From an optimization exercise on the open Yosys and OpenROAD flow, aimed at small area; shortcuts taken in it are not production practice.
The RTL was checked by simulation tests, not by an equivalence proof against the original design.
Power and IR drop assume default switching activity.

`design/flow/design.v`:
```
package pio_pkg;
  parameter int PINS = 32;   
  typedef logic [PINS-1:0] word_t;
  typedef logic [15:0]     instr_t;
  typedef logic [4:0]      addr_t;
  typedef logic [5:0]      shift_count_t;   
  typedef enum logic [2:0] {
    op_jmp,
    op_wait,
    op_in,
    op_out,
    op_push_pull,
    op_mov,
    op_irq,
    op_set
  } opcode_e;
  typedef enum logic [1:0] {
    bop_none,
    bop_invert,
    bop_reverse,
    bop_reserved
  } bit_op_e;
  function automatic word_t apply_bit_op(word_t value, logic [1:0] bop);
    word_t reversed;
    for (int i = 0; i < PINS; i++) begin
      reversed[i] = value[PINS-1-i];
    end
    case (bop)
      2'd1:        apply_bit_op = ~value;
      2'd2:        apply_bit_op = reversed;
      default:     apply_bit_op = value;   
    endcase
  endfunction
endpackage
module pio_machine (
  input  logic         clk,
  input  logic         reset,
  input  logic         en,
  input  logic [15:0]  div_int,
  input  logic [15:0]  instr,
  input  logic [31:0]  din,
  input  logic         empty,
  input  logic         full,
  input  logic [31:0]  input_pins,
  input  logic [4:0]   wrap_target,
  input  logic [4:0]   wrap_top,
  input  logic [4:0]   jmp_pin,
  input  logic [4:0]   pins_out_base,
  input  logic [4:0]   pins_set_base,
  input  logic [4:0]   pins_in_base,
  input  logic [5:0]   pins_out_count,
  input  logic [2:0]   pins_set_count,
  input  logic         out_shift_dir,
  input  logic         in_shift_dir,
  input  logic [4:0]   osr_threshold,
  output logic [4:0]   pc,
  output logic         push,
  output logic         pull,
  output logic [31:0]  dout,
  output logic [31:0]  output_pins,
  output logic [31:0]  pin_directions,
  output logic         exec_stalled
);
  function automatic logic [31:0] rotl(logic [31:0] v, logic [4:0] k);
    logic [31:0] t;
    t = v;
    if (k[0]) t = {t[30:0], t[31]};
    if (k[1]) t = {t[29:0], t[31:30]};
    if (k[2]) t = {t[27:0], t[31:28]};
    if (k[3]) t = {t[23:0], t[31:24]};
    if (k[4]) t = {t[15:0], t[31:16]};
    rotl = t;
  endfunction
  function automatic logic [31:0] rev32(logic [31:0] v);
    for (int i = 0; i < 32; i++) rev32[i] = v[31-i];
  endfunction
  function automatic logic [31:0] therm(logic [4:0] n);
    for (int i = 0; i < 32; i++) therm[i] = (5'(i) < n);
  endfunction
  logic [31:0] x, y, isr, osr;
  logic [5:0]  osr_count;
  logic [4:0]  delay_cnt;
  logic [15:0] div_cnt;
  assign dout = isr;
  logic [2:0] op, op1;
  logic [4:0] op2, delay;
  assign op    = instr[15:13];
  assign delay = instr[12:8];
  assign op1   = instr[7:5];
  assign op2   = instr[4:0];
  logic is_jmp, is_wait, is_in, is_out, is_pp, is_mov, is_set;
  assign is_jmp  = !reset && (op == 3'd0);
  assign is_wait = !reset && (op == 3'd1);
  assign is_in   = !reset && (op == 3'd2);
  assign is_out  = !reset && (op == 3'd3);
  assign is_pp   = !reset && (op == 3'd4);
  assign is_mov  = !reset && (op == 3'd5);
  assign is_set  = !reset && (op == 3'd7);
  logic tick, slot, step;
  assign tick = (div_cnt == 16'd1);
  assign slot = en && tick;
  assign step = slot && (delay_cnt == 5'd0);
  logic [31:0] lm, hm, omask;
  assign lm    = therm(op2) | {32{op2 == 5'd0}};
  assign hm    = rev32(lm);
  assign omask = out_shift_dir ? lm : hm;   
  logic [2:0]  ssel;
  logic [31:0] src, srcm, r2in, r2out;
  logic [1:0]  bop;
  logic [4:0]  ka, kb, k2;
  logic [1:0]  kc;
  logic        kinv;
  logic        mov_src_pins, mov_rev, pin_dst;
  assign mov_src_pins = (op2[2:0] == 3'd0);
  assign mov_rev      = (op2[4:3] == 2'd2);
  assign pin_dst      = (op1 == 3'd0) || (op1 == 3'd4);
  always_comb begin
    case (op)
      3'd2:    ssel = (op1[2:1] == 2'b10) ? 3'd3 : op1;             
      3'd3:    ssel = 3'd7;                                         
      3'd4:    ssel = !op1[2] ? 3'd3 : empty ? 3'd1 : 3'd4;         
      3'd5:    ssel = (op2[2:1] == 2'b10) ? 3'd3 : op2[2:0];       
      3'd7:    ssel = 3'd3;                                         
      3'd0:    ssel = (op1 == 3'd1 || op1 == 3'd2) ? 3'd1 :    
                      (op1 == 3'd3 || op1 == 3'd4) ? 3'd2 :    
                      3'd0;                                    
      default: ssel = 3'd0;                                         
    endcase
    if (reset) ssel = 3'd3;
    case (ssel)
      3'd0:    src = input_pins;
      3'd1:    src = x;
      3'd2:    src = y;
      3'd4:    src = din;
      3'd6:    src = isr;
      3'd7:    src = osr;
      default: src = '0;
    endcase
  end
  assign srcm = (src & (is_out ? omask : '1)) | {27'b0, is_set ? op2 : 5'd0};
  assign bop  = is_mov ? op2[4:3] : 2'd0;
  function automatic logic [32:0] zero_prefix(logic [31:0] v);
    logic [7:0] gz, gp;
    for (int g = 0; g < 8; g++) gz[g] = (v[4*g +: 4] == 4'd0);
    gp[0] = 1'b1;
    for (int g = 1; g < 8; g++) gp[g] = gp[g-1] && gz[g-1];
    for (int g = 0; g < 8; g++) begin
      zero_prefix[4*g]   = gp[g];
      zero_prefix[4*g+1] = gp[g] && !v[4*g];
      zero_prefix[4*g+2] = gp[g] && (v[4*g +: 2] == 2'd0);
      zero_prefix[4*g+3] = gp[g] && (v[4*g +: 3] == 3'd0);
    end
    zero_prefix[32] = gp[7] && gz[7];
  endfunction
  logic [32:0] zx, zy;
  logic [31:0] flip;
  logic        x_zero, y_zero, decx, decy;
  assign zx     = zero_prefix(x);
  assign zy     = zero_prefix(y);
  assign x_zero = zx[32];
  assign y_zero = zy[32];
  assign decx   = is_jmp && (op1 == 3'd2);
  assign decy   = is_jmp && (op1 == 3'd4);
  assign flip   = {32{bop == 2'd1}} | (zx[31:0] & {32{decx}}) | (zy[31:0] & {32{decy}});
  assign r2in = ((bop == 2'd2) ? rev32(srcm) : srcm) ^ flip;
  always_comb begin
    ka   = 5'd0;
    kb   = 5'd0;
    kc   = 2'd0;
    kinv = 1'b0;
    case (op)
      3'd0: begin   
        ka   = (op1[2] && op1[1]) ? jmp_pin : 5'd0;
        kinv = op1[2] && op1[1];
      end
      3'd1: begin   
        ka   = op2;
        kb   = (op1[1:0] == 2'd1) ? pins_in_base : 5'd0;
        kinv = 1'b1;
      end
      3'd2: begin   
        if (in_shift_dir) begin
          ka = ~op2;
          kb = ~((op1 == 3'd0) ? pins_in_base : 5'd0);
          kc = 2'd2;
        end else begin
          kb = (op1 == 3'd0) ? ~pins_in_base : 5'd0;
          kc = {1'b0, op1 == 3'd0};
        end
      end
      3'd3: begin   
        ka = pin_dst ? pins_out_base : 5'd0;
        kb = out_shift_dir ? 5'd0 : op2;
      end
      3'd5: begin   
        ka = (op1 == 3'd0) ? pins_out_base : 5'd0;
        kb = mov_src_pins ? (mov_rev ? pins_in_base : ~pins_in_base) : 5'd0;
        kc = {1'b0, mov_src_pins && !mov_rev};
      end
      3'd7: begin   
        ka = pin_dst ? pins_set_base : 5'd0;
      end
      default: ;
    endcase
  end
  assign k2    = (ka + kb + {3'd0, kc}) ^ {5{kinv}};
  assign r2out = rotl(r2in, k2);
  logic pin_bit;
  assign pin_bit = r2out[31];
  logic xne, osre_n, cond;
  assign xne    = (x != y);
  assign osre_n = (osr_count < ((osr_threshold == 5'd0) ? 6'd32 : {1'b0, osr_threshold}));
  always_comb begin
    case (op1)
      3'd0:    cond = 1'b1;
      3'd1:    cond = x_zero;
      3'd2:    cond = !x_zero;
      3'd3:    cond = y_zero;
      3'd4:    cond = !y_zero;
      3'd5:    cond = xne;
      3'd6:    cond = pin_bit;
      default: cond = osre_n;
    endcase
  end
  logic waiting, jmp;
  logic [4:0] jmp_addr;
  assign waiting = step && ((is_wait && !op1[1] && (pin_bit != op1[2])) ||
                            (is_pp && op1[0] && (op1[2] ? empty : full)));
  assign push    = step && is_pp && !op1[2] && !(op1[0] && full);
  assign pull    = step && is_pp && op1[2] && !empty;
  assign jmp     = step && ((is_jmp && cond) || ((is_out || is_mov) && (op1 == 3'd5)));
  assign jmp_addr = is_jmp ? op2 : r2out[4:0];
  logic shift_in, shift_out, osr_ld, isr_ld;
  assign shift_in  = step && is_in;
  assign shift_out = step && is_out;
  assign osr_ld    = step && ((is_pp && op1[2] && !(op1[0] && empty)) || (is_mov && op1 == 3'd7));
  assign isr_ld    = step && (((is_out || is_mov) && op1 == 3'd6) || (is_pp && !op1[2] && !(op1[0] && full)));
  logic [31:0] m2, r1in, r1out;
  logic [4:0]  k1;
  logic        sdir;
  assign sdir  = is_in ? in_shift_dir : out_shift_dir;
  assign k1    = (shift_in || shift_out) ? (sdir ? (5'd0 - op2) : op2) : 5'd0;
  assign m2    = (isr_ld || reset) ? '1 : is_in ? (in_shift_dir ? hm : lm) : '0;
  assign r1in  = is_out ? (osr & ~omask) : isr;
  assign r1out = rotl(r1in, k1);
  logic x_ld, y_ld, x_dec, y_dec;
  assign x_ld  = step && (is_out || is_mov || is_set) && (op1 == 3'd1);
  assign y_ld  = step && (is_out || is_mov || is_set) && (op1 == 3'd2);
  assign x_dec = step && is_jmp && (op1 == 3'd2);
  assign y_dec = step && is_jmp && (op1 == 3'd4);
  always_ff @(posedge clk) begin
    if (reset || x_ld || x_dec) x <= r2out;
    if (reset || y_ld || y_dec) y <= r2out;
  end
  always_ff @(posedge clk) begin
    if (reset || shift_in || isr_ld) isr <= (r2out & m2) | (r1out & ~m2);
  end
  logic [6:0] osr_sum;
  assign osr_sum = {1'b0, osr_count} + {1'b0, (op2 == 5'd0), op2};
  always_ff @(posedge clk) begin
    if (reset || osr_ld || shift_out) osr <= (reset || osr_ld) ? r2out : r1out;
  end
  always_ff @(posedge clk) begin
    if (reset) begin
      osr_count <= 6'd32;
    end else if (osr_ld) begin
      osr_count <= '0;
    end else if (shift_out) begin
      osr_count <= (osr_sum > 7'd32) ? 6'd32 : osr_sum[5:0];
    end
  end
  logic [4:0]  wbase;
  logic [5:0]  wcount, wend;
  logic [31:0] lb, le, window;
  logic        wr_pins, wr_dirs;
  assign wbase  = is_set ? pins_set_base : pins_out_base;
  assign wcount = is_set ? {3'b000, pins_set_count} : pins_out_count;
  assign wend   = {1'b0, wbase} + {1'b0, wcount[4:0]};
  assign lb     = therm(wbase) & ~{32{wcount[5]}};
  assign le     = therm(wend[4:0]);
  logic wwrap;
  assign wwrap  = wend[5] || wcount[5];
  assign window = (~lb & le) | (~lb & {32{wwrap}}) | (le & {32{wwrap}});
  assign wr_pins = step && (is_out || is_mov || is_set) && (op1 == 3'd0);
  assign wr_dirs = step && (is_out || is_set) && (op1 == 3'd4);
  always_ff @(posedge clk) begin
    for (int i = 0; i < 32; i++) begin
      if (reset || (wr_pins && window[i])) output_pins[i] <= r2out[i];
      if (reset || (wr_dirs && window[i])) pin_directions[i] <= r2out[i];
    end
  end
  always_ff @(posedge clk) begin
    if (reset) begin
      pc           <= '0;
      delay_cnt    <= '0;
      exec_stalled <= 1'b0;
    end else if (slot) begin
      if (delay_cnt != 5'd0) begin
        delay_cnt <= delay_cnt - 5'd1;
      end else begin
        exec_stalled <= waiting;
        if (!waiting) begin
          delay_cnt <= delay;
          if (jmp) pc <= jmp_addr;
          else if (pc == wrap_top) pc <= wrap_target;
          else pc <= pc + 5'd1;
        end
      end
    end
  end
  always_ff @(posedge clk) begin
    if (reset) begin
      div_cnt <= div_int;
    end else if (en) begin
      if (tick) div_cnt <= div_int;
      else div_cnt <= div_cnt - 16'd1;
    end
  end
endmodule
```
`design/flow/run.sh`:
```
#!/bin/bash
# synth_recipe.tcl (not shown) runs the flow's synth.tcl, then flattens the netlist and writes it again
# the make line also repeats each setting of config.mk as NAME=value (left out here)
make -C /OpenROAD-flow-scripts/flow DESIGN_CONFIG=/design/flow/config.mk WORK_HOME=/design/flow/orfs CLKGATE_MAP_FILE= SYNTH_SCRIPT=/design/flow/synth_recipe.tcl finish
```
`design/flow/config.mk`:
```
export PLATFORM = sky130hd
export DESIGN_NAME = pio_machine
export DESIGN_NICKNAME = pio_machine
export VERILOG_FILES = /design/flow/design.v
export SDC_FILE = /design/flow/constraint.sdc
export NUM_CORES = 4
export LEC_CHECK = 0
export ABC_AREA = 1
export CAP_MARGIN = 20
export CORE_MARGIN = 2
export CORE_UTILIZATION = 40
export CTS_BUF_LIST = sky130_fd_sc_hd__clkbuf_4 sky130_fd_sc_hd__clkbuf_8
export PLACE_DENSITY = 0.6
export SLEW_MARGIN = 20
```
`design/flow/constraint.sdc`:
```
create_clock -name core_clock -period 10.0 [get_ports {clk}]
set_input_delay 2.0000 -clock core_clock [delete_from_list [all_inputs] [get_ports {clk}]]
set_output_delay 2.0000 -clock core_clock [all_outputs]
set_load 0.01 [all_outputs]
```
==> results of run 1 <==
## per-layer routing
metal,track usage (%),wire (µm),vias up
li1,-,-,11200
met4,23.2,7480,8
met1,51.2,42500,11500
met5,0,52,-
met3,9.34,12800,285
met2,56.7,43900,1736
## synth_stat cells (11+ instances only)
cell      instances
nor4_1           14
a221oi_1         19
dfxtp_1          17
mux2_2           21
inv_2            17
o221ai_1         12
inv_1           413
edfxtp_1        208
o211ai_1         16
xor2_1           36
nand4_1          15
a21oi_1         116
clkbuf_1         96
a31oi_1          24
nor2_1          389
o21ai_0         258
nand3_1         411
xnor2_1          17
buf_2            34
o21ai_1          60
mux2i_1          14
ha_1             29
nand2_1         738
nor3_1           28
o22ai_1          51
a32oi_1          12
nand3b_1         11
maj3_1           18
## stage by stage
step	hold slack, ns	setup WS (ns)	cells	area (µm²)
after floorplan	0.462	3.35	3216	20900
after CTS	0.494	2.20	4152	25200
after detailed placement	0.486	1.59	4070	24300
after global routing	0.520	1.75	4154	25200
final	0.492	1.92	4156	25200
after global placement	0.480	1.07	4069	24300
## power groups by stage
stage | clock [µW] | combinational [µW] | sequential (µW)
6_report | 1000 | 2430 | 1660
5_1_grt | 1040 | 2580 | 1670
4_1_cts | 999 | 2350 | 1650
3_5_place_dp | 0 | 2340 | 1660
3_3_place_gp | 0 | 2320 | 1670
2_1_floorplan | 0 | 1150 | 1600
## worst paths after layout
kind                                    from            to  slack (ns)
worst max-delay path                instr[0]        isr[7]        1.92
worst min-delay path            delay_cnt[4]  delay_cnt[4]        0.49
worst max register to register          x[4]        isr[6]        5.41
worst min register to register  delay_cnt[4]  delay_cnt[4]        0.49
## kinds of logic (layout without fill, tap and decap cells)
logic type / after synthesis / count (layout) / share of synthesized area, %
other: 0 / 2 / 0
DFF: 225 / 225 / 31.4
adders and majority gates: 52 / 52 / 3.07
xor gates and xnor gates: 53 / 53 / 2.22
muxes: 35 / 35 / 1.80
and+or+nand+nor: 1655 / 1655 / 33.8
AOI/OAI and AO/OA: 607 / 607 / 16.5
buffers and inverters: 589 / 847 / 11.2
## critical path: cells and delay by family
family	cells	cell delay, ns
multiplexers	2	1.18
buffers and inverters	6	1.99
adder cells (fa/ha/maj)	2	0.42
AND/OR/NAND/NOR	8	1.11
AO/OA/AOI/OAI	6	1.87
## registers in the layout, indices dropped and copies added, names as in the netlist, 6 cells and up
register        cells
div_cnt            16
isr                32
osr                32
osr_count           6
output_pins        32
pin_directions     32
x                  32
y                  32
## layout make-up
| type | instances | area, µm² | area share (%) |
|---|---|---|---|
| antenna | 2 | 5.00 | 0.0198 |
| multi-input combinational | 2402 | 12200 | 48.2 |
| sequential | 225 | 6590 | 26.1 |
| tap | 680 | 851 | 3.37 |
| clock buffer | 56 | 702 | 2.78 |
| timing repair buffer | 327 | 3080 | 12.2 |
| clock inverter | 26 | 199 | 0.788 |
| inverter | 438 | 1650 | 6.54 |
==> out/results.ini, run 1 <==
[power_and_ir_drop]
ir_drop_v = 0.000117
finalPower_uw = 5090
leakage_uw = 0.0114
power_density_nw_per_um2 = 202
p_comb_share_pct = 47.6
p_switching_uw = 2360
power_report.internal_total_uw = 2730
power_frac_clock_pct = 19.7
netSwitchingFraction_pct = 46.4
portion_of_total_power_attributed_to_sequential_cells_pct = 32.7

[synth]
edff_count_synth = 208
mapped_avg_cell_area_um2 = 6.51
synthFlopType = edfxtp_1
syn-cell-area_um2 = 20900
synth_seq_area_share_pct = 31.4
synthesis.instances = 3216
netlist.area_leader.share_pct = 29.8
yosys.area.top_type = edfxtp_1
yosys_warnings = 1
synth_cell_type_count = 64
synth_async_sr_flop_share_pct = 0
yosys-top-cells-area = edfxtp_1, nand2_1, nand3_1
synth-seq-cells = 225
syn-num-nets = 3397

[finish]
layout.nets = 3619
layout_common_cells = nand2_1, inv_1, nand3_1
share_of_the_core_filled_with_cells_in_the_final_layout_pct = 49.0
layout_commonest_cell = nand2_1
syn2layout_area_growth_pct = 20.5
fill_cells = 5340
post_route_cells_drive_above_1_share_pct = 7.14

[clock_network]
clk_root_buffer_cell = clkbuf_8
cts_hold_repair.buffers = 0
clk_pin_slew_ns = 0.06
ctsResizeCount = 0
cts_max_level = 2
cts_buffers = 44
post-cts-setup-buffer-count = 0
clock_sink_count = 225
clk-insertion-delay-late_ns = 0.69
cts_tree = done
cts.path.max_buffers = 3

[worst_setup_path]
critPathCaptureType = flip-flop
crit_path_cell_trace = clkdlybuf4s50_1 -> inv_1 -> ha_1 -> inv_1 -> nor2_1 -> ha_1 -> buf_4 -> inv_1 -> o21ai_0 -> inv_1 -> a21oi_1 -> a21oi_1 -> o21ai_0 -> nand3_1 -> nand2_1 -> nand2_1 -> nand2_1 -> nand2_1 -> nand3_1 -> nand3_1 -> a21oi_1 -> a31oi_1 -> mux2i_1 -> mux2_2
cp_slowest_cell = mux2i_1
max_incr_delay_on_cp_ns = 0.88
reg2regPathDepth = 25
worst_ep_arrival_time_ns = 8.59
critical_path.startpoint_type = input port
critPathRequiredTime_ns = 10.51
critical_path.max_fanout = 13
critical_path_class = in2reg

[timing]
tns_ns = 0
actual_slew_at_the_worst_max_slew_pin_ns = 1.23
final-setup-viol-count = 0
final.period_utilization_pct = 80.8
grt_setup_unrepaired = no
period_needed_ns = 8.08
worst_slew_margin_rel_pct = 17.3
timing.final.hold_violations = 0
report.final.slew_viol_count = 0
clock_skew_ns = 0.0675
fmaxAchievable_mhz = 124

[place]
dp.final_hpwl_um = 82600
buffer_ports.inserted = 250
place_congestion = 1.08

[detailed_routing]
remaining_drc_errors = 0
vias_after_detailed_routing = 24700
drtPass1Iterations = 9
routed_wirelength_um = 107000
dr.first_iter.drc_count = 3542
detail_route.wl_per_cell_um = 25.7
detail_route.vias_per_cell = 5.95
drtAntennaViolNets = 0

[floorplan]
ioPinCount = 251
die-area_um2 = 54200
initial_core_util_pct = 40.7
num_rows = 83
die_w_um = 233
core-area_um2 = 51500
floorplan.die.height_um = 233

[run_status]
outcome = timing/DRC/antenna clean

[run]
drv.max_cap_violation_count = 0

[global_routing]
grt_overflow = 0
grt_antenna_before_repair = 6
grt_pass1_vias = 22800
grt_use_total_pct = 38.6
grt_first_pass_wirelength_um = 152000
maximum_number_of_pins_on_one_net_before_global_route_repair = 59

[worst_hold_path]
worst_hold_path.num_cells = 2
hold_path_class = reg2reg

==> run 2, diff against run 1 <==
==> design/flow/flow/run.sh (new file) <==
#!/bin/bash
# Own flow: the standard layout, with two changes:
#  1. synthesis maps the logic with an area-oriented ABC script (flow/area.abc); the
#     registers are checked against the standard synthesis, which runs first, and the
#     standard netlist is used if they differ in any way;
#  2. port buffering uses sky130_fd_sc_hd__buf_1 (every port still gets a buffer);
#  3. clock tree synthesis inserts no dummy loads.
# Each step's output goes to its own log file in this folder.
set -euo pipefail
W=$(pwd)
R=$W/orfs/results/$FLOW_PLATFORM/pio_machine/base

bash standard.sh synth > 1_std_synth.log 2>&1
cp "$R/1_2_yosys.v" std_1_2_yosys.v

# Own synthesis
{ head -n 1 synth_recipe.tcl; sed "s#@ABC_SCRIPT@#$W/flow/area.abc#" flow/abc_override.tcl; tail -n +2 synth_recipe.tcl; } > own_synth.tcl
rm -f "$R/1_2_yosys.v" "$R/1_2_yosys.sdc" "$R/1_synth.odb" "$R/1_synth.sdc"
if bash standard.sh SYNTH_SCRIPT=$W/own_synth.tcl synth > 2_own_synth.log 2>&1 \
   && python3 flow/check_regs.py std_1_2_yosys.v "$R/1_2_yosys.v" > 3_check_regs.log 2>&1; then
  echo "using own synthesis" >> 3_check_regs.log
else
  echo "falling back to the standard synthesis" >> 3_check_regs.log
  rm -f "$R/1_2_yosys.v" "$R/1_2_yosys.sdc" "$R/1_synth.odb" "$R/1_synth.sdc"
  bash standard.sh synth > 2_std_synth_again.log 2>&1
fi

# Layout
bash standard.sh "BUFFER_PORTS_ARGS=-buffer_cell sky130_fd_sc_hd__buf_1" \
  "CTS_ARGS=-sink_clustering_enable -repair_clock_nets -dont_use_dummy_load -buf_list {sky130_fd_sc_hd__clkbuf_4 sky130_fd_sc_hd__clkbuf_8}" \
  finish > 4_layout.log 2>&1
==> design/flow/flow/abc_override.tcl (new file) <==
# Own synthesis: as synth_recipe.tcl, but ABC maps for area with amap in place of
# ORFS's abc_area.script (which buffers and sizes for delay). Only the abc call changes.
proc abc {args} {
  set i [lsearch -exact $args -script]
  if { $i >= 0 } {
    lset args [expr { $i + 1 }] {@ABC_SCRIPT@}
  }
  yosys abc {*}$args
}
==> design/flow/flow/area.abc (new file) <==
strash
dch -f
amap -F 20 -A 30 -C 1000
topo
==> design/flow/flow/check_regs.py (new file) <==
#!/usr/bin/env python3
"""Compare the flip-flops (instance name and cell type, drive strength aside) of two netlists.
Exit 0 when they match."""
import re, sys

def regs(path):
    out = {}
    pat = re.compile(r'^\s*(sky130_fd_sc_hd__(\w+?))_(\d+)\s+(\S+)\s*\(')
    for line in open(path):
        m = pat.match(line)
        if m and re.match(r'(e?dfx|df|sdf|dl)', m.group(2)):
            out[m.group(4)] = m.group(2)
    return out

a, b = regs(sys.argv[1]), regs(sys.argv[2])
print(f"standard: {len(a)} registers, own: {len(b)} registers")
if a != b:
    for k in sorted(set(a) | set(b)):
        if a.get(k) != b.get(k):
            print("differs:", k, a.get(k), b.get(k))
    sys.exit(1)
print("registers match")
==> design/flow/standard.sh (new file) <==
#!/bin/bash
# synth_recipe.tcl (not shown) runs the flow's synth.tcl, then flattens the netlist and writes it again
# the make line also repeats each setting of config.mk as NAME=value (left out here)
make -C /OpenROAD-flow-scripts/flow DESIGN_CONFIG=/design/flow/config.mk WORK_HOME=/design/flow/orfs CLKGATE_MAP_FILE= SYNTH_SCRIPT=/design/flow/synth_recipe.tcl "${@:-finish}"
--- a/design/flow/config.mk
+++ b/design/flow/config.mk
@@ -7,8 +7,10 @@
 export LEC_CHECK = 0
 export ABC_AREA = 1
-export CAP_MARGIN = 20
+export CAP_MARGIN = 10
 export CORE_MARGIN = 2
 export CORE_UTILIZATION = 40
 export CTS_BUF_LIST = sky130_fd_sc_hd__clkbuf_4 sky130_fd_sc_hd__clkbuf_8
+export GPL_TIMING_DRIVEN = 0
 export PLACE_DENSITY = 0.6
-export SLEW_MARGIN = 20
+export SETUP_SLACK_MARGIN = 0.2
+export SLEW_MARGIN = 10
removed: design/flow/run.sh
==> run 2 against run 1 <==
  * Still clean
  * Sequential power is 8% lower
  * Clock power fell by 21%
  * Fmax decreased by 14%
  * Combinational power down 28%
  * Non-clock buffer count is 46 lower
  * Global-route usage fell by 3.3 points
  * Critical path type unchanged
==> out/results.ini, run 2 <==
[synth]
edff_count_synth = 208  ; unchanged
synthFlopType = edfxtp_1
yosys-mux-area-fraction_pct = 0  ; -1.8 points
yosysMostFrequentCell = o21ai_0
synthSimpleGateAreaFrac_pct = 12.7  ; -21 points
synth_seq_area_share_pct = 37.8  ; +6.3 points
yosys-top-cells-area = edfxtp_1, o22a_1, o21ai_0
synthesis.instances = 2052  ; -36%
compound_cell_area_share_of_the_yosys_netlist_pct = 41.3  ; +25 points
synth_adder_area_share_pct = 2.66  ; -0.41 points
synth_xor_xnor_area_share_pct = 0.251  ; -2.0 points
synth_async_sr_flop_share_pct = 0  ; unchanged
syn-num-nets = 2233  ; -34%
mapped_avg_cell_area_um2 = 8.49  ; +30%
synth_top_cells_by_count = o21ai_0, clkinv_1, nand2_1
syn-cell-area_um2 = 17400  ; -17%
yosys_warnings = 1  ; unchanged
netlist.area_leader.share_pct = 35.8  ; +6.0 points
dominant_combinational_cell_family_by_area_after_synthesis = compound AO/OA/AOI/OAI gates
synth_cell_type_count = 48  ; -25%
synth-seq-cells = 225  ; unchanged
yosys.area.top_type = edfxtp_1

[worst_hold_path]
hold_path_class = reg2reg
min_from = delay_cnt[4]

[place]
dp.final_hpwl_um = 64800  ; -21%
dpl.cell_count = 2918  ; -28%
buffer_ports.inserted = 250  ; unchanged
place_congestion = 1.02  ; -5.8%

[timing]
clock_skew_ns = 0.0584  ; -0.00904 ns
timing.final.hold_violations = 0  ; unchanged
finalHoldWorstSlack_ns = 0.478  ; -0.0145 ns
fmaxAchievable_mhz = 107  ; -14%
period_needed_ns = 9.37  ; +1.29 ns
report.final.slew_viol_count = 0  ; unchanged
worst_slew_margin_rel_pct = 20.2  ; +2.9 points
final.period_utilization_pct = 93.7  ; +13 points
actual_slew_at_the_worst_max_slew_pin_ns = 1.18  ; -0.0428 ns
final-setup-viol-count = 0  ; unchanged
grt_setup_unrepaired = no

[worst_setup_path]
cpLargestDelayFamily = compound AO/OA/AOI/OAI gates
critical_path.startpoint_type = input port
critical_path.max_fanout = 32  ; +19
cp_slowest_cell = a21oi_4
worstSetupStartpoint = instr[14]
max_incr_delay_on_cp_ns = 0.58  ; -0.30 ns
timing.critical_path.buf_inv = 8  ; +2
critical_path_class = in2reg
critPathRequiredTime_ns = 10.50  ; about the same
worst_ep_arrival_time_ns = 9.87  ; +1.28 ns
crit-reg2reg-launch = x[1]
critPathCaptureType = flip-flop

[global_routing]
grt_first_pass_wirelength_um = 117000  ; -23%
maximum_number_of_pins_on_one_net_before_global_route_repair = 72  ; +22%
grt_pass1_vias = 18400  ; -19%
grt_use_total_pct = 35.3  ; -3.3 points
grt_antenna_before_repair = 2  ; -4
grt_overflow = 0  ; unchanged

[detailed_routing]
drtPass1Iterations = 9  ; unchanged
drtAntennaViolNets = 0  ; unchanged
detail_route.wl_per_cell_um = 28.1  ; +9.3%
dr.first_iter.drc_count = 2941  ; -17%
remaining_drc_errors = 0  ; unchanged
vias_after_detailed_routing = 20000  ; -19%
detail_route.vias_per_cell = 6.74  ; +13%
routed_wirelength_um = 83300  ; -22%

[run]
drv.max_cap_violation_count = 0  ; unchanged

[finish]
fill_cells = 4305  ; -19%
post_route_cells_drive_above_1_share_pct = 5.42  ; -1.7 points
instances_no_fill = 2967  ; -29%
layout_common_cells = o21ai_0, buf_1, clkinv_1
syn2layout_area_growth_pct = 17.5
layout.nets = 2564  ; -29%
layout_commonest_cell = o21ai_0

[floorplan]
die_w_um = 213  ; -8.6%
initial_core_util_pct = 40.5  ; -0.20 points
die-area_um2 = 45300  ; -17%
core-area_um2 = 43100  ; -16%
num_rows = 76  ; -8.4%
floorplan.die.height_um = 213  ; -8.6%
ioPinCount = 251  ; unchanged

[clock_network]
clk-insertion-delay-late_ns = 0.64  ; -0.05 ns
cts_buffers = 45  ; +2.3%
cts_max_level = 2  ; unchanged
clock_sink_count = 225  ; unchanged
cts.path.max_buffers = 3  ; unchanged
clk_pin_slew_ns = 0.05  ; about the same
clk_root_buffer_cell = clkbuf_8
cts_tree = done
cts_hold_repair.buffers = 0  ; unchanged

[power_and_ir_drop]
leakage_uw = 0.00648  ; -43%
ir_drop_v = 0.0000998  ; -15%
finalPower_uw = 4080  ; -20%
power_density_nw_per_um2 = 199  ; -1.3%

[run_status]
outcome = timing/DRC/antenna clean

[run 2: cell count changes after synthesis, moves of 52 or more]
cell,before,now
o221ai_1,12,64
nand3_1,411,18
clkbuf_1,96,0
o22ai_1,51,199
clkinv_1,6,247
a222oi_1,0,82
o21ai_1,60,0
inv_1,413,0
nand2_1,738,231
nor2_1,389,168
o22a_1,0,227
[run 2: metal layers]
metal / wire length [µm] / global-route usage [%]
met2: 36200 / 54.3
met1: 32500 / 46.0
met4: 5210 / 19.0
met3: 9360 / 8.24
met5: 13 / 0
[run 2: cell families after synthesis]
group | Yosys count
XOR/XNOR | 5
AND/OR/NAND/NOR | 527
buffers and inverters | 247
flip-flops | 225
adder cells (fa/ha/maj) | 34
AO/OA/AOI/OAI | 1014
[run 2: cell type report]
type / count / area (µm²) / area share, %
clock buffers: 45 / 619 / 3.02
flip-flops and latches: 225 / 6590 / 32.2
repair buffers: 281 / 1360 / 6.63
diodes: 1 / 2.50 / 0.0122
multi-input cells: 1583 / 10200 / 49.9
inverters: 247 / 953 / 4.66
well taps: 585 / 732 / 3.57
[run 2: final timing paths]
kind / to / slack, ns / cells after the start
worst max-delay path: pc[1] / 0.63 / 31
worst min register to register: delay_cnt[4] / 0.48 / 2
worst min-delay path: delay_cnt[4] / 0.48 / 2
worst max register to register: pc[1] / 3.44 / 32
[run 2: worst reg2reg max path: cells and delay by family (launching register included)]
kind            cells  cell delay [ns]
buf+inv             5             0.97
flops               1             0.47
compound gates     13             2.60
simple gates       14             2.42
[run 2: what timing repair did]
action | 4_1_cts | 5_1_grt
buffers inserted | 0 | 0
setup endpoints to repair | 10 | 11
cloned | 0 | 3
pin swaps | 0 | 1
resized for setup | 5 | 26
[run 2: power by group]
group	leakage, µW	switching [µW]	internal (µW)
Clock	0.000324	397	394
Sequential	0.00216	177	1350
Combinational	0.00400	1210	553
[run 2: per-stage QoR]
stage	util (%)	area (µm²)	TNS, ns	setup WS (ns)
floorplan	-	17400	0	0.662
global placement	44.3	19100	-1883.83	-8.22
finish	47.5	20500	0	0.633
detailed placement	45.8	19700	-10.83	-1.18
CTS	47.3	20400	0	0.269
global route	47.5	20500	0	0.188
==> run 3, diff against run 2 <==
--- a/design/flow/flow/run.sh
+++ b/design/flow/flow/run.sh
@@ -4,6 +4,5 @@
 #     registers are checked against the standard synthesis, which runs first, and the
 #     standard netlist is used if they differ in any way;
-#  2. port buffering uses sky130_fd_sc_hd__buf_1 (every port still gets a buffer);
-#  3. clock tree synthesis inserts no dummy loads.
+#  2. port buffering uses sky130_fd_sc_hd__buf_1 (every port still gets a buffer).
 # Each step's output goes to its own log file in this folder.
 set -euo pipefail
@@ -27,5 +26,3 @@
 
 # Layout
-bash standard.sh "BUFFER_PORTS_ARGS=-buffer_cell sky130_fd_sc_hd__buf_1" \
-  "CTS_ARGS=-sink_clustering_enable -repair_clock_nets -dont_use_dummy_load -buf_list {sky130_fd_sc_hd__clkbuf_4 sky130_fd_sc_hd__clkbuf_8}" \
-  finish > 4_layout.log 2>&1
+bash standard.sh "BUFFER_PORTS_ARGS=-buffer_cell sky130_fd_sc_hd__buf_1" finish > 4_layout.log 2>&1
--- a/design/flow/config.mk
+++ b/design/flow/config.mk
@@ -7,5 +7,5 @@
 export LEC_CHECK = 0
 export ABC_AREA = 1
-export CAP_MARGIN = 10
+export CAP_MARGIN = 20
 export CORE_MARGIN = 2
 export CORE_UTILIZATION = 40
@@ -14,3 +14,3 @@
 export PLACE_DENSITY = 0.6
 export SETUP_SLACK_MARGIN = 0.2
-export SLEW_MARGIN = 10
+export SLEW_MARGIN = 20
==> run 3 against run 2 <==
  * Fmax decreased by 0.90%
  * Combinational power about the same
  * Sequential power about the same
  * Largest cell class unchanged
  * Highest routed layer is now met4
==> out/results.ini, run 3 <==
[run_status]
outcome = timing/DRC/antenna clean

[finish]
layout.nets = 2572  ; +0.31%
layout_commonest_cell = clkinv_1
syn2layout_area_growth_pct = 19.7
share_of_the_core_filled_with_cells_in_the_final_layout_pct = 48.4  ; +0.90 points
layout_common_cells = clkinv_1, o21ai_0, buf_1
post_route_cells_drive_above_1_share_pct = 6.52  ; +1.1 points

[power_and_ir_drop]
power_density_nw_per_um2 = 203  ; +2.2%
finalPower_uw = 4250  ; +4.1%
ir_drop_v = 0.0000862  ; -14%
leakage_uw = 0.00669  ; +3.3%

[global_routing]
grt_overflow = 0  ; unchanged
maximum_number_of_pins_on_one_net_before_global_route_repair = 65  ; -9.7%
grt_pass1_vias = 18400  ; +0.27%
grt_first_pass_wirelength_um = 118000  ; +0.12%
grt_use_total_pct = 35.3  ; +0.040 points
grt_antenna_before_repair = 0  ; -2

[floorplan]
floorplan.die.height_um = 213  ; unchanged
num_rows = 76  ; unchanged
core-area_um2 = 43100  ; unchanged
die_w_um = 213  ; unchanged
ioPinCount = 251  ; unchanged
initial_core_util_pct = 40.5  ; unchanged
die-area_um2 = 45300  ; unchanged

[synth]
yosys.area.top_type = edfxtp_1
synth_top_cells_by_count = o21ai_0, clkinv_1, nand2_1
yosys_warnings = 1  ; unchanged
mapped_avg_cell_area_um2 = 8.49  ; unchanged
synthesis.instances = 2052  ; unchanged
synthFlopType = edfxtp_1
yosysMostFrequentCell = o21ai_0
synth_async_sr_flop_share_pct = 0  ; unchanged
syn-cell-area_um2 = 17400  ; unchanged
edff_count_synth = 208  ; unchanged
syn-num-nets = 2233  ; unchanged
synth-seq-cells = 225  ; unchanged
netlist.area_leader.share_pct = 35.8  ; unchanged
yosys-top-cells-area = edfxtp_1, o22a_1, o21ai_0
synth_seq_area_share_pct = 37.8  ; unchanged
synth_cell_type_count = 48  ; unchanged

[worst_setup_path]
critical_path_class = in2reg
max_incr_delay_on_cp_ns = 0.68  ; +0.10 ns
critPathCaptureType = flip-flop
critical_path.startpoint_type = input port
critPathRequiredTime_ns = 10.51  ; about the same
cpMostUsedCell = nor2_1
worst_ep_arrival_time_ns = 9.96  ; +0.09 ns
critical_path.max_fanout = 14  ; -56%
cp_slowest_cell = buf_1

[worst_hold_path]
hold_path_class = reg2reg

[place]
dp.final_hpwl_um = 64700  ; -0.16%
buffer_ports.inserted = 250  ; unchanged
place_congestion = 1.02  ; unchanged

[clock_network]
clk_pin_slew_ns = 0.06  ; about the same
cts_tree = done
cts_buffers = 44  ; -2.2%
cts_max_level = 2  ; unchanged
clk-insertion-delay-late_ns = 0.65  ; about the same
cts.path.max_buffers = 3  ; unchanged
cts_hold_repair.buffers = 0  ; unchanged
clk_root_buffer_cell = clkbuf_8
clock_sink_count = 225  ; unchanged

[detailed_routing]
detail_route.wl_per_cell_um = 27.5  ; -2.1%
vias_after_detailed_routing = 19900  ; -0.24%
detail_route.vias_per_cell = 6.63  ; -1.7%
drtPass1Iterations = 9  ; unchanged
dr.first_iter.drc_count = 2949  ; +0.27%
routed_wirelength_um = 82700  ; -0.71%
drtAntennaViolNets = 0  ; unchanged
remaining_drc_errors = 0  ; unchanged

[timing]
finalHoldWorstSlack_ns = 0.490  ; +0.0123 ns
timing.final.hold_violations = 0  ; unchanged
fmaxAchievable_mhz = 106  ; -0.90%
worst_slew_margin_rel_pct = 25.2  ; +5.0 points
grt_setup_unrepaired = no
clock_skew_ns = 0.0431  ; -0.0153 ns
actual_slew_at_the_worst_max_slew_pin_ns = 1.12  ; -0.0632 ns
period_needed_ns = 9.45  ; +0.0848 ns
final.period_utilization_pct = 94.5  ; +0.85 points
report.final.slew_viol_count = 0  ; unchanged
final-setup-viol-count = 0  ; unchanged

[run]
drv.max_cap_violation_count = 0  ; unchanged

-- run 3: stage by stage --
step | instance area [µm²] | setup TNS, ns | instances | setup WS [ns]
floorplan | 17400 | 0 | 2052 | 0.662
global placement | 19100 | -1883.83 | 2887 | -8.22
detailed placement | 19900 | -14.81 | 2925 | -1.45
CTS | 20800 | 0 | 3005 | 0.372
global route | 20900 | 0 | 3009 | 0.193
finish | 20900 | 0 | 3010 | 0.548
-- run 3: cell type report --
type                            count  area (µm²)
Antenna cell                        1        2.50
Clock inverter                     15         105
Fill cell                        4315       22200
Tap cell                          585         732
Inverter                          247         946
Multi-Input combinational cell   1582       10200
Clock buffer                       64         768
Timing Repair inverter              1        5.00
Sequential cell                   225        6590
Timing Repair Buffer              290        1510
-- run 3: worst max-delay path, delay by kind of cell --
family | cells | cell delay (ns)
AOI/OAI and AO/OA | 16 | 3.06
buffers and inverters | 7 | 2.35
and+or+nand+nor | 11 | 2.11
adders and majority gates | 1 | 0.38
-- run 3: cells by family after synthesis --
kind of cell	share of synthesized area (%)
AOI/OAI and AO/OA	41.3
xor gates and xnor gates	0.251
adders and majority gates	2.66
buffers and inverters	5.32
DFF	37.8
and+or+nand+nor	12.7
-- run 3: report_power, final --
part           total [µW]  leakage (µW)  switching [µW]  internal (µW)
sequential           1530       0.00216             176           1350
combinational        1760       0.00407            1200            563
clock                 962      0.000467             443            520
total                4250       0.00669            1810           2430
-- run 3: path summary, 6_finish.rpt --
check	slack [ns]	startpoint	depth (start not counted)	endpoint
worst max-delay path	0.55	instr[3]	35	pc[3]
worst min-delay path	0.49	delay_cnt[4]	2	delay_cnt[4]
worst max register to register	3.56	x[0]	32	pc[1]
worst min register to register	0.49	delay_cnt[4]	2	delay_cnt[4]
-- run 3: routing by layer --
layer,wire length [µm],global-route usage (%)
met1,33100,46.0
met2,36100,54.2
met3,8550,8.69
met4,4900,18.7
met5,0,0
-- run 3: timing repair --
action	CTS	global route
pin swaps	0	1
setup endpoints to repair	11	10
gates resized for setup	7	10
setup buffers	0	2
gates cloned	1	2
==> run 4, diff against run 3 <==
--- a/design/flow/design.v
+++ b/design/flow/design.v
@@ -122,5 +122,5 @@
       3'd5:    ssel = (op2[2:1] == 2'b10) ? 3'd3 : op2[2:0];       
       3'd7:    ssel = 3'd3;                                         
-      3'd0:    ssel = (op1 == 3'd1 || op1 == 3'd2) ? 3'd1 :    
+      3'd0:    ssel = (op1 == 3'd1 || op1 == 3'd2 || op1 == 3'd5) ? 3'd1 :    
                       (op1 == 3'd3 || op1 == 3'd4) ? 3'd2 :    
                       3'd0;                                    
@@ -162,5 +162,6 @@
   assign decx   = is_jmp && (op1 == 3'd2);
   assign decy   = is_jmp && (op1 == 3'd4);
-  assign flip   = {32{bop == 2'd1}} | (zx[31:0] & {32{decx}}) | (zy[31:0] & {32{decy}});
+  assign flip   = {32{bop == 2'd1}} | (zx[31:0] & {32{decx}}) | (zy[31:0] & {32{decy}}) |
+                  (y & {32{is_jmp && (op1 == 3'd5)}});
   assign r2in = ((bop == 2'd2) ? rev32(srcm) : srcm) ^ flip;
   always_comb begin
@@ -209,5 +210,5 @@
   assign pin_bit = r2out[31];
   logic xne, osre_n, cond;
-  assign xne    = (x != y);
+  assign xne    = (r2in != '0);   
   assign osre_n = (osr_count < ((osr_threshold == 5'd0) ? 6'd32 : {1'b0, osr_threshold}));
   always_comb begin
--- a/design/flow/flow/run.sh
+++ b/design/flow/flow/run.sh
@@ -1,8 +1,9 @@
 #!/bin/bash
-# Own flow: the standard layout, with two changes:
-#  1. synthesis maps the logic with an area-oriented ABC script (flow/area.abc); the
-#     registers are checked against the standard synthesis, which runs first, and the
+# Own flow: the standard layout, with three changes:
+#  1. synthesis maps the logic with an area-oriented ABC script (flow/area.abc: deepsyn, then amap twice);
+#     the registers are checked against the standard synthesis, which runs first, and the
 #     standard netlist is used if they differ in any way;
-#  2. port buffering uses sky130_fd_sc_hd__buf_1 (every port still gets a buffer).
+#  2. port buffering uses sky130_fd_sc_hd__buf_1 (every port still gets a buffer);
+#  3. clock tree synthesis inserts no dummy loads and clusters more sinks per buffer.
 # Each step's output goes to its own log file in this folder.
 set -euo pipefail
@@ -26,3 +27,5 @@
 
 # Layout
-bash standard.sh "BUFFER_PORTS_ARGS=-buffer_cell sky130_fd_sc_hd__buf_1" finish > 4_layout.log 2>&1
+bash standard.sh "BUFFER_PORTS_ARGS=-buffer_cell sky130_fd_sc_hd__buf_1" \
+  "CTS_ARGS=-sink_clustering_enable -repair_clock_nets -dont_use_dummy_load -sink_clustering_size 10 -sink_clustering_max_diameter 80 -buf_list {sky130_fd_sc_hd__clkbuf_4 sky130_fd_sc_hd__clkbuf_8}" \
+  finish > 4_layout.log 2>&1
==> design/flow/flow/abc_override.tcl (replaced) <==
# Own synthesis: as synth_recipe.tcl, but ABC maps for area with deepsyn and amap in place of
# ORFS's abc_area.script (which buffers and sizes for delay). Only the abc call changes.
proc abc {args} {
  set i [lsearch -exact $args -script]
  if { $i >= 0 } {
    lset args [expr { $i + 1 }] {@ABC_SCRIPT@}
  }
  yosys abc {*}$args
}
==> design/flow/flow/area.abc (replaced) <==
strash; &get -n; &deepsyn -T 60; &put; dch -f; amap -F 20 -A 30 -C 1000; strash; dch -f; amap -F 20 -A 30 -C 1000; topo
--- a/design/flow/config.mk
+++ b/design/flow/config.mk
@@ -7,5 +7,5 @@
 export LEC_CHECK = 0
 export ABC_AREA = 1
-export CAP_MARGIN = 20
+export CAP_MARGIN = 10
 export CORE_MARGIN = 2
 export CORE_UTILIZATION = 40
@@ -13,4 +13,4 @@
 export GPL_TIMING_DRIVEN = 0
 export PLACE_DENSITY = 0.6
-export SETUP_SLACK_MARGIN = 0.2
-export SLEW_MARGIN = 20
+export SETUP_SLACK_MARGIN = 0.3
+export SLEW_MARGIN = 10
==> run 4 against run 3 <==
  * Total power decreased by 8.0%
  * Worst setup slack improved by 0.17 ns
  * Register-to-register slack lost 0.60 ns
  * Area after synthesis down 2.4%
  * Via count down 0.48%
  * Largest power group unchanged
==> out/results.ini, run 4 <==
[run_status]
outcome = timing/DRC/antenna clean

[floorplan]
num_rows = 75  ; -1.3%
die_w_um = 210  ; -1.2%
initial_core_util_pct = 40.6  ; +0.091 points
floorplan.die.height_um = 210  ; -1.2%
ioPinCount = 251  ; unchanged
core-area_um2 = 41900  ; -2.6%
die-area_um2 = 44200  ; -2.4%

[worst_setup_path]
cp_slowest_cell = clkinv_1
timing.critical_path.buf_inv = 8  ; +1
worstSetupStartpoint = instr[4]
critical_path_class = in2reg
critPathRequiredTime_ns = 10.48  ; -0.03 ns
max_incr_delay_on_cp_ns = 0.70  ; +0.02 ns
critPathCaptureType = flip-flop
crit-reg2reg-launch = x[0]
worst_ep_arrival_time_ns = 9.75  ; -0.21 ns
setup.reg_to_reg.worst_slack_ns = 2.96  ; -0.60 ns
reg2regPathDepth = 26  ; -19%
cpLargestDelayFamily = simple AND/OR/NAND/NOR gates
crit-reg2reg-capture = pc[1]
cpMostUsedCell = nor2_1
critical_path.startpoint_type = input port
critical_path.max_fanout = 13  ; -1
critical_path_depth = 33  ; -5.7%

[synth]
synth_cell_type_count = 50  ; +4.2%
yosys.area.top_type = edfxtp_1
synthesis.instances = 2076  ; +1.2%
syn-cell-area_um2 = 17000  ; -2.4%
yosys_warnings = 1  ; unchanged
netlist.area_leader.share_pct = 36.7  ; +0.88 points
synth-seq-cells = 225  ; unchanged
syn-num-nets = 2257  ; +1.1%
synth_async_sr_flop_share_pct = 0  ; unchanged
yosysMostFrequentCell = o21ai_0
edff_count_synth = 208  ; unchanged
synthFlopType = edfxtp_1
synth_top_cells_by_count = o21ai_0, o22ai_1, clkinv_1
synth_seq_area_share_pct = 38.7  ; +0.93 points
mapped_avg_cell_area_um2 = 8.19  ; -3.5%
yosys-top-cells-area = edfxtp_1, o22ai_1, o21ai_0

[detailed_routing]
met2RoutedLength_um = 36600  ; +1.4%
dr.first_iter.drc_count = 2710  ; -8.1%
detail_route.wl_per_cell_um = 29.1  ; +6.1%
met3WireLength_um = 9010  ; +5.4%
remaining_drc_errors = 0  ; unchanged
highest-signal-layer = met5
drtAntennaViolNets = 0  ; unchanged
vias_after_detailed_routing = 19800  ; -0.48%
drtPass1Iterations = 9  ; unchanged
routed_wirelength_um = 85600  ; +3.5%
detail_route.vias_per_cell = 6.76  ; +2.0%
met1Wirelength_um = 34800  ; +5.1%

[finish]
syn2layout_area_growth_pct = 16.6
share_of_the_core_filled_with_cells_in_the_final_layout_pct = 47.3  ; -1.1 points
layout_commonest_cell = o21ai_0
instances_no_fill = 2936  ; -2.5%
layout_common_cells = o21ai_0, buf_1, o22ai_1
layout.nets = 2579  ; +0.27%
post_route_cells_drive_above_1_share_pct = 5.09  ; -1.4 points

[global_routing]
grt_antenna_before_repair = 2  ; +2
grt_overflow = 0  ; unchanged
grt_use_total_pct = 37.4  ; +2.0 points
grt_pass1_vias = 17800  ; -3.3%
grt_first_pass_wirelength_um = 121000  ; +2.7%
maximum_number_of_pins_on_one_net_before_global_route_repair = 69  ; +6.2%

[power_and_ir_drop]
ir_drop_v = 0.000106  ; +23%
power_density_nw_per_um2 = 197  ; -3.3%
finalPower_uw = 3900  ; -8.0%
leakage_uw = 0.00614  ; -8.3%

[timing]
grt_setup_unrepaired = no
actual_slew_at_the_worst_max_slew_pin_ns = 1.44  ; +0.317 ns
tns_ns = 0  ; unchanged
finalHoldWorstSlack_ns = 0.499  ; +0.00887 ns
clock_skew_ns = 0.0501  ; +0.00702 ns
timing.final.hold_violations = 0  ; unchanged
worst_slew_margin_rel_pct = 3.77  ; -21 points
report.final.slew_viol_count = 0  ; unchanged
final-setup-viol-count = 0  ; unchanged
period_needed_ns = 9.28  ; -0.172 ns
final.period_utilization_pct = 92.8  ; -1.7 points
fmaxAchievable_mhz = 108  ; +1.9%

[place]
place_congestion = 0.999  ; -2.0%
dp.final_hpwl_um = 67700  ; +4.6%
buffer_ports.inserted = 250  ; unchanged
dpl.cell_count = 2889  ; -1.2%

[clock_network]
cts.path.max_buffers = 3  ; unchanged
clk_pin_slew_ns = 0.07  ; about the same
cts_tree = done
clk_root_buffer_cell = clkbuf_8
clock_sink_count = 225  ; unchanged
cts_buffers = 28  ; -36%
cts_max_level = 1  ; -1
clk-insertion-delay-late_ns = 0.63  ; -0.02 ns

[run]
drv.max_cap_violation_count = 0  ; unchanged

[worst_hold_path]
worst_hold_path.num_cells = 2  ; unchanged
whs_endpoint = exec_stalled
min_from = exec_stalled
hold_path_class = reg2reg

## run 4: cell types whose count changed after synthesis, sizes merged, moves of 28 or more
cell,previous run,this run
a21oi,78,108
a222oi,82,18
a22oi,7,38
nand2,231,203
nor2,168,213
o21ai,251,304
o221ai,64,25
o22a,227,141
o22ai,199,246
## run 4: worst max-delay path by stage
stage | slack, ns | to
floorplan | 0.67 | delay_cnt[3]
global placement | -5.13 | pc[2]
detailed placement | -1.63 | pc[2]
CTS | 0.33 | pc[2]
global route | 0.33 | pc[1]
finish | 0.72 | pc[0]
## run 4: power breakdown
group	switching [µW]	internal (µW)	leakage [µW]
sequential	174	1370	0.00218
combinational	1260	512	0.00376
clock	348	247	0.000201
## run 4: final cells by class
| type | instances | area, µm² |
|---|---|---|
| multi-input cells | 1612 | 9780 |
| clock buffers | 28 | 385 |
| well taps | 539 | 674 |
| inverters | 240 | 933 |
| fillers | 4258 | 22100 |
| diodes | 1 | 2.50 |
| flip-flops and latches | 225 | 6590 |
| repair buffers | 291 | 1470 |
## run 4: through the flow
stage          worst slack [ns]  area [µm²]
6_report                  0.721       19800
5_1_grt                   0.332       19800
4_1_cts                   0.329       19600
3_5_place_dp              -1.63       19200
3_3_place_gp              -5.13       18600
2_1_floorplan             0.666       17000
## run 4: repair_timing
action                                  4_1_cts  5_1_grt
pin swaps                                     0        2
hold buffers                                  0        0
resized for setup                            10       24
buffers inserted                              0       17
gates cloned                                  0        1
endpoints found under the setup margin       20       11
## run 4: logic make-up after synthesis
logic type / share of synthesized area [%]
AND/OR/NAND/NOR: 14.1
buffers and inverters: 5.30
adder cells (fa/ha/maj): 2.72
AO/OA/AOI/OAI: 39.1
flip-flops: 38.7
## run 4: worst reg2reg max path, cell delays in order (launching register included)
cell,delay (ns)
edfxtp_1,0.47
or3_1,0.45
or3_1,0.46
or3_4,0.46
or3_1,0.43
or2_0,0.25
or3_1,0.41
or2_1,0.37
or3_1,0.41
o221ai_1,0.23
o21ai_0,0.22
o22ai_1,0.23
o22ai_1,0.14
o22ai_1,0.28
o22ai_2,0.16
o22ai_4,0.29
clkinv_2,0.23
a221oi_1,0.34
nor2_1,0.13
nor2_1,0.11
nor2_1,0.07
nor2_1,0.14
clkinv_1,0.15
o22ai_1,0.20
a211oi_1,0.09
o21ai_0,0.12
o21ai_0,0.10
## run 4: metal layers
layer  vias to the layer above  global-route usage (%)
met1                      9436                    52.1
li1                       8859                       -
met2                      1331                    56.5
met5                         -                       0
met4                         2                    18.6
met3                       221                    5.74

==> static timing again, ports no longer ideal <==
No port has a modelled driver above. Below, the same layouts with a new extraction and two added sets of constraints.
Step 1 (the two cells are an assumption about what drives the block):
set clk [get_ports {clk}]
set_driving_cell -lib_cell sky130_fd_sc_hd__clkbuf_16 $clk
set_driving_cell -lib_cell sky130_fd_sc_hd__buf_2 [delete_from_list [all_inputs] $clk]
Step 2 moves the port delays by t, midway between the first and last clock arrival at a register: inputs arrive t later, outputs are due t later. That takes back most of the time a late clock gives input paths.
Slacks: ideal / step 1 / step 2; pairs: ideal / step 1.
run | t (ns) | setup slack, ns | clock arrival spread, ns
run 1 | 0.710 | 1.924 / 1.938 / 1.228 | 0.068 / 0.067
run 2 | 0.660 | 0.633 / 0.665 / 0.004 | 0.058 / 0.059
run 3 | 0.677 | 0.548 / 0.575 / -0.102 | 0.043 / 0.044
run 4 | 0.662 | 0.721 / 0.739 / 0.077 | 0.050 / 0.050
With both steps, setup timing fails in run 3, where it was met with ideal ports. For run 1, which loses most, drivers alone change the setup slack by +0.014 ns; drivers and shift together by -0.696 ns.
